Context: an optimization exercise on an open-source flow, tuned for small area, a short achievable clock period and few clock cycles per item. The choices shown serve that exercise and are no tape-out recipe.
Only simulation tests tie the RTL to the original design; equivalence was not proved.
Power figures rest on the tool's default switching activity, not on a simulated workload.

[design.v]
`timescale 1ns / 1ps
`default_nettype none
package rbv_pkg;
  localparam logic [31:0] POS_LEN   = 32'd8;
  localparam logic [31:0] POS_CRC   = 32'd12;
  localparam logic [31:0] POS_ATTR  = 32'd16;
  localparam logic [31:0] POS_PID   = 32'd18;
  localparam logic [31:0] POS_EPOCH = 32'd26;
  localparam logic [31:0] POS_SEQ   = 32'd28;
  localparam logic [31:0] POS_RC    = 32'd32;
  localparam logic [31:0] HDR_BYTES = 32'd36;
  localparam logic [31:0] HDR_LAST  = HDR_BYTES - 32'd1;
  localparam logic [31:0] LEN_END   = POS_CRC;
  localparam logic [31:0] CRC_POLY  = 32'h82F6_3B78;
  localparam logic [31:0] CRC_INIT  = 32'hFFFF_FFFF;
  localparam logic KIND_PAYLOAD = 1'b0;
  localparam logic KIND_VERDICT = 1'b1;
  localparam int QDEPTH = 2;
  localparam int QPTR_W = $clog2(QDEPTH);
  localparam int QCNT_W = $clog2(QDEPTH + 1);
  typedef enum logic [2:0] {
    ST_OK      = 3'd0,
    ST_TRUNC   = 3'd1,
    ST_NEG_LEN = 3'd2,
    ST_BAD_LEN = 3'd3,
    ST_CRC     = 3'd4
  } status_t;
  typedef struct packed {
    logic        has_payload;
    logic [7:0]  payload_byte;
    logic        has_verdict;
    status_t     status;
    logic        hdr_valid;
    logic [63:0] batch_base;
    logic [15:0] attributes;
    logic [63:0] writer_id;
    logic [15:0] writer_epoch;
    logic [31:0] first_seq;
    logic [31:0] rec_count;
    logic [31:0] batch_size;
  } rbv_entry_t;
  localparam int ENTRY_W = 270;
  typedef struct packed {
    logic valid;
    logic full;
  } rbv_qstat_t;
  function automatic logic [31:0] crc32c_byte(input logic [31:0] crc, input logic [7:0] b);
    logic [31:0] c;
    c = crc ^ {24'h0, b};
    for (int k = 0; k < 8; k++) begin
      c = c[0] ? ((c >> 1) ^ CRC_POLY) : (c >> 1);
    end
    crc32c_byte = c;
  endfunction
endpackage
`default_nettype wire
`timescale 1ns / 1ps
`default_nettype none
import rbv_pkg::*;
module rbv_front
(
  input  logic       clk,
  input  logic       rst,
  input  logic       in_valid,
  output logic       in_ready,
  input  logic [7:0] data_byte,
  input  logic       end_of_span,
  input  logic       cfg_write,
  input  logic       cfg_data,
  input  rbv_pkg::rbv_qstat_t q_stat,
  output logic       q_push,
  output rbv_pkg::rbv_entry_t q_entry
);
  logic [31:0] byte_position;
  logic        verdict_done;
  logic [31:0] running_crc;
  logic        peek_mode;
  logic [63:0] batch_base_reg;
  logic [31:0] length_reg;
  logic [31:0] header_crc_reg;
  logic [15:0] attributes_reg;
  logic [63:0] writer_id_reg;
  logic [15:0] writer_epoch_reg;
  logic [31:0] first_seq_reg;
  logic [31:0] rec_count_reg;
  logic [63:0] batch_base_next;
  logic [31:0] length_next;
  logic [31:0] header_crc_next;
  logic [15:0] attributes_next;
  logic [63:0] writer_id_next;
  logic [15:0] writer_epoch_next;
  logic [31:0] first_seq_next;
  logic [31:0] rec_count_next;
  logic [31:0] running_crc_next;
  logic [31:0] total;
  logic        crc_match;
  logic [2:0]  pid_lane;
  logic        accept;
  assign in_ready = !q_stat.full;
  assign accept   = in_valid && in_ready;
  assign pid_lane = byte_position[2:0] - POS_PID[2:0];
  always_comb begin
    batch_base_next   = batch_base_reg;
    length_next       = length_reg;
    header_crc_next   = header_crc_reg;
    attributes_next   = attributes_reg;
    writer_id_next    = writer_id_reg;
    writer_epoch_next = writer_epoch_reg;
    first_seq_next    = first_seq_reg;
    rec_count_next    = rec_count_reg;
    if (byte_position < POS_LEN) begin
      batch_base_next[{byte_position[2:0], 3'b000} +: 8] = data_byte;
    end else if (byte_position < POS_CRC) begin
      length_next[{byte_position[1:0], 3'b000} +: 8] = data_byte;
    end else if (byte_position < POS_ATTR) begin
      header_crc_next[{byte_position[1:0], 3'b000} +: 8] = data_byte;
    end else if (byte_position < POS_PID) begin
      attributes_next[{byte_position[0], 3'b000} +: 8] = data_byte;
    end else if (byte_position < POS_EPOCH) begin
      writer_id_next[{pid_lane, 3'b000} +: 8] = data_byte;
    end else if (byte_position < POS_SEQ) begin
      writer_epoch_next[{byte_position[0], 3'b000} +: 8] = data_byte;
    end else if (byte_position < POS_RC) begin
      first_seq_next[{byte_position[1:0], 3'b000} +: 8] = data_byte;
    end else if (byte_position < HDR_BYTES) begin
      rec_count_next[{byte_position[1:0], 3'b000} +: 8] = data_byte;
    end
  end
  always_comb begin
    running_crc_next = running_crc;
    if (byte_position >= POS_ATTR) begin
      running_crc_next = rbv_pkg::crc32c_byte(running_crc, data_byte);
    end
  end
  assign total     = LEN_END + {1'b0, length_next[30:0]};
  assign crc_match = ((running_crc_next ^ CRC_INIT) == header_crc_next);
  always_comb begin
    q_entry = '0;
    if (byte_position >= HDR_LAST) begin
      q_entry.hdr_valid    = 1'b1;
      q_entry.batch_base   = batch_base_next;
      q_entry.attributes   = attributes_next;
      q_entry.writer_id    = writer_id_next;
      q_entry.writer_epoch = writer_epoch_next;
      q_entry.first_seq    = first_seq_next;
      q_entry.rec_count    = rec_count_next;
      q_entry.batch_size   = total;
    end
    if (byte_position < HDR_LAST) begin
      q_entry.has_verdict = end_of_span;
      q_entry.status      = ST_TRUNC;
    end else if (byte_position == HDR_LAST) begin
      q_entry.has_verdict = 1'b1;
      if (length_next[31]) begin
        q_entry.status     = ST_NEG_LEN;
        q_entry.batch_size = '0;
      end else if (total < HDR_BYTES) begin
        q_entry.status = ST_BAD_LEN;
      end else if (peek_mode) begin
        q_entry.status = ST_OK;
      end else if (total == HDR_BYTES) begin
        q_entry.status = crc_match ? ST_OK : ST_CRC;
      end else begin
        q_entry.has_verdict = end_of_span;
        q_entry.status      = ST_BAD_LEN;
      end
    end else begin
      q_entry.has_payload  = 1'b1;
      q_entry.payload_byte = data_byte;
      if (byte_position == total - 32'd1) begin
        q_entry.has_verdict = 1'b1;
        q_entry.status      = crc_match ? ST_OK : ST_CRC;
      end else if (end_of_span) begin
        q_entry.has_verdict = 1'b1;
        q_entry.status      = ST_BAD_LEN;
      end
    end
  end
  assign q_push = accept && !verdict_done && (q_entry.has_payload || q_entry.has_verdict);
  always_ff @(posedge clk) begin
    if (rst) begin
      byte_position <= '0;
      verdict_done  <= 1'b0;
      running_crc   <= CRC_INIT;
    end else if (accept) begin
      if (end_of_span) begin
        byte_position <= '0;
        verdict_done  <= 1'b0;
        running_crc   <= CRC_INIT;
      end else if (!verdict_done) begin
        byte_position <= byte_position + 32'd1;
        verdict_done  <= q_entry.has_verdict;
        running_crc   <= running_crc_next;
      end
    end
  end
  always_ff @(posedge clk) begin
    if (accept && !verdict_done) begin
      batch_base_reg   <= batch_base_next;
      length_reg       <= length_next;
      header_crc_reg   <= header_crc_next;
      attributes_reg   <= attributes_next;
      writer_id_reg    <= writer_id_next;
      writer_epoch_reg <= writer_epoch_next;
      first_seq_reg    <= first_seq_next;
      rec_count_reg    <= rec_count_next;
    end
  end
  always_ff @(posedge clk) begin
    if (rst) begin
      peek_mode <= 1'b0;
    end else if (cfg_write) begin
      peek_mode <= cfg_data;
    end
  end
endmodule
`default_nettype wire
`timescale 1ns / 1ps
`default_nettype none
import rbv_pkg::*;
module rbv_queue
(
  input  logic       clk,
  input  logic       rst,
  input  logic       push,
  input  rbv_pkg::rbv_entry_t push_entry,
  input  logic       pop,
  output rbv_pkg::rbv_qstat_t stat,
  output rbv_pkg::rbv_entry_t head
);
  logic [ENTRY_W-1:0] slots [QDEPTH];
  logic [QPTR_W-1:0] wr_ptr;
  logic [QPTR_W-1:0] rd_ptr;
  logic [QCNT_W-1:0] count;
  assign stat.valid = (count != '0);
  assign stat.full  = (count == QCNT_W'(QDEPTH));
  assign head       = slots[rd_ptr];
  always_ff @(posedge clk) begin
    if (rst) begin
      wr_ptr <= '0;
      rd_ptr <= '0;
      count  <= '0;
    end else begin
      if (push) begin
        wr_ptr <= wr_ptr + 1'b1;
      end
      if (pop) begin
        rd_ptr <= rd_ptr + 1'b1;
      end
      if (push && !pop) begin
        count <= count + 1'b1;
      end else if (pop && !push) begin
        count <= count - 1'b1;
      end
    end
  end
  always_ff @(posedge clk) begin
    if (push) begin
      slots[wr_ptr] <= push_entry;
    end
  end
endmodule
`default_nettype wire
`timescale 1ns / 1ps
`default_nettype none
import rbv_pkg::*;
module rbv_back
(
  input  logic               clk,
  input  logic               rst,
  input  rbv_pkg::rbv_qstat_t         q_stat,
  input  rbv_pkg::rbv_entry_t         q_head,
  output logic               q_pop,
  output logic               out_valid,
  input  logic               out_ready,
  output logic               kind,
  output logic [7:0]         payload_byte,
  output logic [2:0]         status,
  output logic signed [63:0] batch_base,
  output logic [15:0]        attributes,
  output logic signed [63:0] writer_id,
  output logic signed [15:0] writer_epoch,
  output logic signed [31:0] first_seq,
  output logic signed [31:0] rec_count,
  output logic [31:0]        batch_size,
  output logic signed [63:0] final_offset,
  output logic               is_last
);
  logic        payload_sent;
  logic        load;
  logic        sel_payload;
  logic [63:0] final_offset_calc;
  assign load        = q_stat.valid && (!out_valid || out_ready);
  assign sel_payload = q_head.has_payload && !payload_sent;
  assign q_pop       = load && (!sel_payload || !q_head.has_verdict);
  assign final_offset_calc = q_head.hdr_valid
    ? (q_head.batch_base + {{32{q_head.rec_count[31]}}, q_head.rec_count} - 64'd1)
    : 64'd0;
  always_ff @(posedge clk) begin
    if (rst) begin
      out_valid    <= 1'b0;
      payload_sent <= 1'b0;
    end else begin
      if (load) begin
        out_valid    <= 1'b1;
        payload_sent <= sel_payload && q_head.has_verdict;
      end else if (out_ready) begin
        out_valid <= 1'b0;
      end
    end
  end
  always_ff @(posedge clk) begin
    if (load) begin
      if (sel_payload) begin
        kind         <= KIND_PAYLOAD;
        payload_byte <= q_head.payload_byte;
        status       <= ST_OK;
        batch_base   <= '0;
        attributes   <= '0;
        writer_id    <= '0;
        writer_epoch <= '0;
        first_seq    <= '0;
        rec_count    <= '0;
        batch_size   <= '0;
        final_offset <= '0;
        is_last      <= 1'b0;
      end else begin
        kind         <= KIND_VERDICT;
        payload_byte <= '0;
        status       <= q_head.status;
        batch_base   <= q_head.batch_base;
        attributes   <= q_head.attributes;
        writer_id    <= q_head.writer_id;
        writer_epoch <= q_head.writer_epoch;
        first_seq    <= q_head.first_seq;
        rec_count    <= q_head.rec_count;
        batch_size   <= q_head.batch_size;
        final_offset <= final_offset_calc;
        is_last      <= 1'b1;
      end
    end
  end
endmodule
`default_nettype wire
`timescale 1ns / 1ps
`default_nettype none
import rbv_pkg::*;
module record_batch_validator
(
  input  logic               clk,
  input  logic               rst,
  input  logic               in_valid,
  output logic               in_ready,
  input  logic [7:0]         data_byte,
  input  logic               end_of_span,
  input  logic               cfg_write,
  input  logic               cfg_data,
  output logic               out_valid,
  input  logic               out_ready,
  output logic               kind,
  output logic [7:0]         payload_byte,
  output logic [2:0]         status,
  output logic signed [63:0] batch_base,
  output logic [15:0]        attributes,
  output logic signed [63:0] writer_id,
  output logic signed [15:0] writer_epoch,
  output logic signed [31:0] first_seq,
  output logic signed [31:0] rec_count,
  output logic [31:0]        batch_size,
  output logic signed [63:0] final_offset,
  output logic               is_last
);
  rbv_pkg::rbv_qstat_t q_stat;
  rbv_pkg::rbv_entry_t q_entry;
  rbv_pkg::rbv_entry_t q_head;
  logic       q_push;
  logic       q_pop;
  rbv_front u_front (
    .clk         (clk),
    .rst         (rst),
    .in_valid    (in_valid),
    .in_ready    (in_ready),
    .data_byte   (data_byte),
    .end_of_span (end_of_span),
    .cfg_write   (cfg_write),
    .cfg_data    (cfg_data),
    .q_stat      (q_stat),
    .q_push      (q_push),
    .q_entry     (q_entry)
  );
  rbv_queue u_queue (
    .clk        (clk),
    .rst        (rst),
    .push       (q_push),
    .push_entry (q_entry),
    .pop        (q_pop),
    .stat       (q_stat),
    .head       (q_head)
  );
  rbv_back u_back (
    .clk          (clk),
    .rst          (rst),
    .q_stat       (q_stat),
    .q_head       (q_head),
    .q_pop        (q_pop),
    .out_valid    (out_valid),
    .out_ready    (out_ready),
    .kind         (kind),
    .payload_byte (payload_byte),
    .status       (status),
    .batch_base   (batch_base),
    .attributes   (attributes),
    .writer_id    (writer_id),
    .batch_size   (batch_size),
    .writer_epoch (writer_epoch),
    .first_seq    (first_seq),
    .rec_count    (rec_count),
    .final_offset (final_offset),
    .is_last      (is_last)
  );
endmodule
`default_nettype wire
[run.sh]
#!/bin/bash
# synth_recipe.tcl (not shown) runs the flow's synth.tcl, then flattens the netlist and writes it again
# the make line also repeats each setting of config.mk as NAME=value (left out here)
make -C /OpenROAD-flow-scripts/flow DESIGN_CONFIG=/design/flow/config.mk WORK_HOME=/design/flow/orfs CLKGATE_MAP_FILE= SYNTH_SCRIPT=/design/flow/synth_recipe.tcl finish
[config.mk]
export PLATFORM = sky130hd
export DESIGN_NAME = record_batch_validator
export DESIGN_NICKNAME = record_batch_validator
export VERILOG_FILES = /design/flow/design.v
export SDC_FILE = /design/flow/constraint.sdc
export NUM_CORES = 4
export LEC_CHECK = 0
export CAP_MARGIN = 20
export CORE_MARGIN = 2
export CORE_UTILIZATION = 40
export PLACE_DENSITY = 0.6
export SLEW_MARGIN = 20
[constraint.sdc]
create_clock -name core_clock -period 7.0 [get_ports {clk}]
set_input_delay 1.4000 -clock core_clock [delete_from_list [all_inputs] [get_ports {clk}]]
set_output_delay 1.4000 -clock core_clock [all_outputs]
set_load 0.01 [all_outputs]
==> run notes <==
## power breakdown
group | switching [mW] | total [mW] | internal [mW]
combinational | 4.95 | 8.68 | 3.73
clock | 2.93 | 6.87 | 3.93
sequential | 0.541 | 10.6 | 10.1
total | 8.42 | 26.2 | 17.7
## metrics by stage
step                      hold slack [ns]  power [mW]  instances
after global routing                0.498        27.4       6737
after detailed placement            0.456        19.5       6496
after CTS                           0.470        26.4       6734
after global placement              0.450        19.4       6496
final                               0.481        26.2       6737
after floorplan                     0.436        15.6       4321
## cells by family after synthesis
| family | after synthesis | share of synthesized area |
|---|---|---|
| flops | 1233 | 0.641 |
| buf+inv | 389 | 0.0262 |
| xor+xnor | 269 | 0.0423 |
| fa+ha+maj | 148 | 0.0328 |
| simple gates | 1320 | 0.118 |
| mux | 311 | 0.0557 |
| compound gates | 651 | 0.0844 |
## Yosys cell counts (51+ instances only)
cell type  instances
xnor2_1          172
nor2_1           483
dfxtp_1           73
nor3_1            69
o21ai_0          113
mux2i_1          278
xor2_1            93
nand2_1          204
a22o_1           156
a21oi_1          104
edfxtp_1        1160
clkbuf_1         164
inv_1            183
and2_1           265
nand3_1           53
a21o_1            51
ha_1             147
## routing by layer
layer  vias up  wire length [um]  track usage
met1     17700             68100        0.285
met2      1198             72900        0.339
met3       287              8690       0.0360
li1      16800                 -            -
met5         -                13            0
met4         2              6050       0.0838
## cell type report
cell class,count,area (um^2),area share
flip-flops and latches,1233,36300,0.538
inverters,184,698,0.0103
clock inverters,76,684,0.0101
clock buffers,162,3520,0.0522
diodes,2,5.00,0.0000742
repair buffers,491,4810,0.0713
multi-input cells,2699,19100,0.283
well taps,1890,2360,0.0350
## worst max-delay path by stage
stage,from,end,slack (ns),depth (start not counted)
6_report,u_front.byte_position[0]$_SDFFE_PP0P_,u_queue.slots[0][258]$_DFFE_PP_,0.67,16
5_1_grt,flop,u_back.final_offset[59]$_SDFFCE_PP0P_,0.36,20
4_1_cts,flop,u_back.final_offset[60]$_SDFFCE_PP0P_,0.74,20
3_5_place_dp,data_byte[5],u_queue.slots[1][258]$_DFFE_PP_,0.40,17
3_3_place_gp,data_byte[5],u_queue.slots[1][258]$_DFFE_PP_,0.38,17
2_1_floorplan,data_byte[3],u_queue.slots[0][0]$_DFFE_PP_,-2.12,17
==> reports/qor.csv <==
metric;value;unit
cts_hold_buf;0;
clock_latency;0.78;ns
critPathSlowestCell;ha_1;
htreeDepth;4;
final_area;67500;um^2
synth_seq_cells;1233;
path_cells;inv_1, ha_1, nand2_1, or2_2, a2111oi_2, o22ai_1, or4_4, or4_4, o221ai_4, and4_1, nand4_1, xnor2_1, nor4b_1, nand4_1, nand2_1, o22ai_1;
vdd_drop_max;0.274;mV
worstHoldPathCells;1;
yosysWarnings;3;
cp.required;7.49;ns
die_y;380;um
drt-total-wl;156000;um
fin_worst_skew;0.0429;ns
hold_path_class;reg2reg;
die_w;380;um
ys_async_sr_fraction;0;
vias;36000;
slowest_delay;0.85;ns
grt_pass1_wl;230000;um
p_leak;24.1;nW
syn_inst;4321;
r2r_start;u_front.byte_position[0]$_SDFFE_PP0P_;
ys_seq_area_frac;0.641;
synth_flop_cell;edfxtp_1;
fmax;0.158;GHz
cap_viol_max_count;0;
worstHoldStart;u_front.verdict_done$_SDFFE_PP0P_;
grt.total_usage;0.211;
antenna_found_initial;6;
hold_violations;0;
tritoncts;yes;
max-slew-margin-rel;0.269;
dp_hpwl;109000;um
cts_buffer_depth;3;
finalCoreUtilization;0.478;
rr_worst_depth;16;
top_register;u_queue.slots;
portBuffers;349;
grt_max_degree;151;
start_util;0.402;
clock-sinks;1233;
core_area;141000;um^2
holdPathEnd;u_front.verdict_done$_SDFFE_PP0P_;
reg2reg_slack;0.67;ns
cts.clk_slew.worst_paths;0.06;ns
largest_reg_flops;540;
grt_overflow;0;
drt_pass1_iterations;5;
crit_family;simple AND/OR/NAND/NOR gates;
ctsResizeCount;0;
post-place-ws;0.400;ns
drive_gt1_frac;0.0949;
layout_commonest_cell;edfxtp_1;
cp-end-kind;flop;
worst_slack;0.675;ns
wl_per_cell;23.1;um
vias_per_cell;5.35;
grt_setup_unrepaired;no;
grt_pass1_vias;35300;
synth_fp_nets;4484;
worstPathArrival;6.82;ns
fin_crit;6.33;ns
placementRows;138;
setup-violations-final;0;
synth_area_leaders;edfxtp_1 61%, mux2i_1 4.9%, ha_1 3.2%, nor2_1 3.2%, and2_1 2.9%;
path_class;reg2reg;
worstMarginPinSlew;1.09;ns
post-cts-setup-buffers;0;
root_buffer;clkbuf_16;
synth_top_area_share;0.615;
final-max-slew-violation-count;0;
synth_area;56700;um^2
tritoncts.num_buffers;134;
postPlaceCellArea;63200;um^2
ant_nets;0;
gp_congestion;0.931;
synth_edf_count;1160;
drc;0;
layout.nets;4906;
cellPowerDensity;388;nW/um^2
n_fill_cell;12400;
synthDistinctLibCells;94;
rr_endpoint;u_queue.slots[0][258]$_DFFE_PP_;
status;finished clean;
drt_iter0_markers;3062;
synth.avg_cell_area;13.1;um^2
cp_max_fo;14;
die-area;145000;um^2
cp-start-kind;flop;
yosysTopAreaCell;edfxtp_1;
syn_to_final_growth;19.1;%
pin_count;350;
setup_tns;0;ns
mostFrequentLayoutCells;1,160 x edfxtp_1, 479 x nor2_1, 343 x clkdlybuf4s50_1, 277 x mux2i_1, 264 x and2_1;
post-route-period-util;0.904;
critPathBufInv;1;
Testbench counts, summed over its fixed seeds: cycles 30,207, bytes 30,182.

[afterwards: timing with drivers on the ports]
The flow's constraints put no driver on any port. The routed layout listed below was extracted and timed again, unchanged, in two steps. Step 1 (the two cells are an assumption about what drives the block):
set clk [get_ports {clk}]
set_driving_cell -lib_cell sky130_fd_sc_hd__clkbuf_16 $clk
set_driving_cell -lib_cell sky130_fd_sc_hd__buf_2 [delete_from_list [all_inputs] $clk]
Step 2 moves the port delays by t, midway between the first and last clock arrival at a register: inputs arrive t later, outputs are due t later. That takes back most of the time a late clock gives input paths. Three values: ideal, step 1, step 2; two values: the first two.
t, ns: 0.837
setup WS [ns]: 0.675 / 0.675 / 0.209
worst setup path after step 2: input to register
cell pins on the clock port's net: 1
After both steps this run still meets setup and hold. For this run, drivers alone change the setup slack by 0.000 ns; drivers and shift together by -0.466 ns.
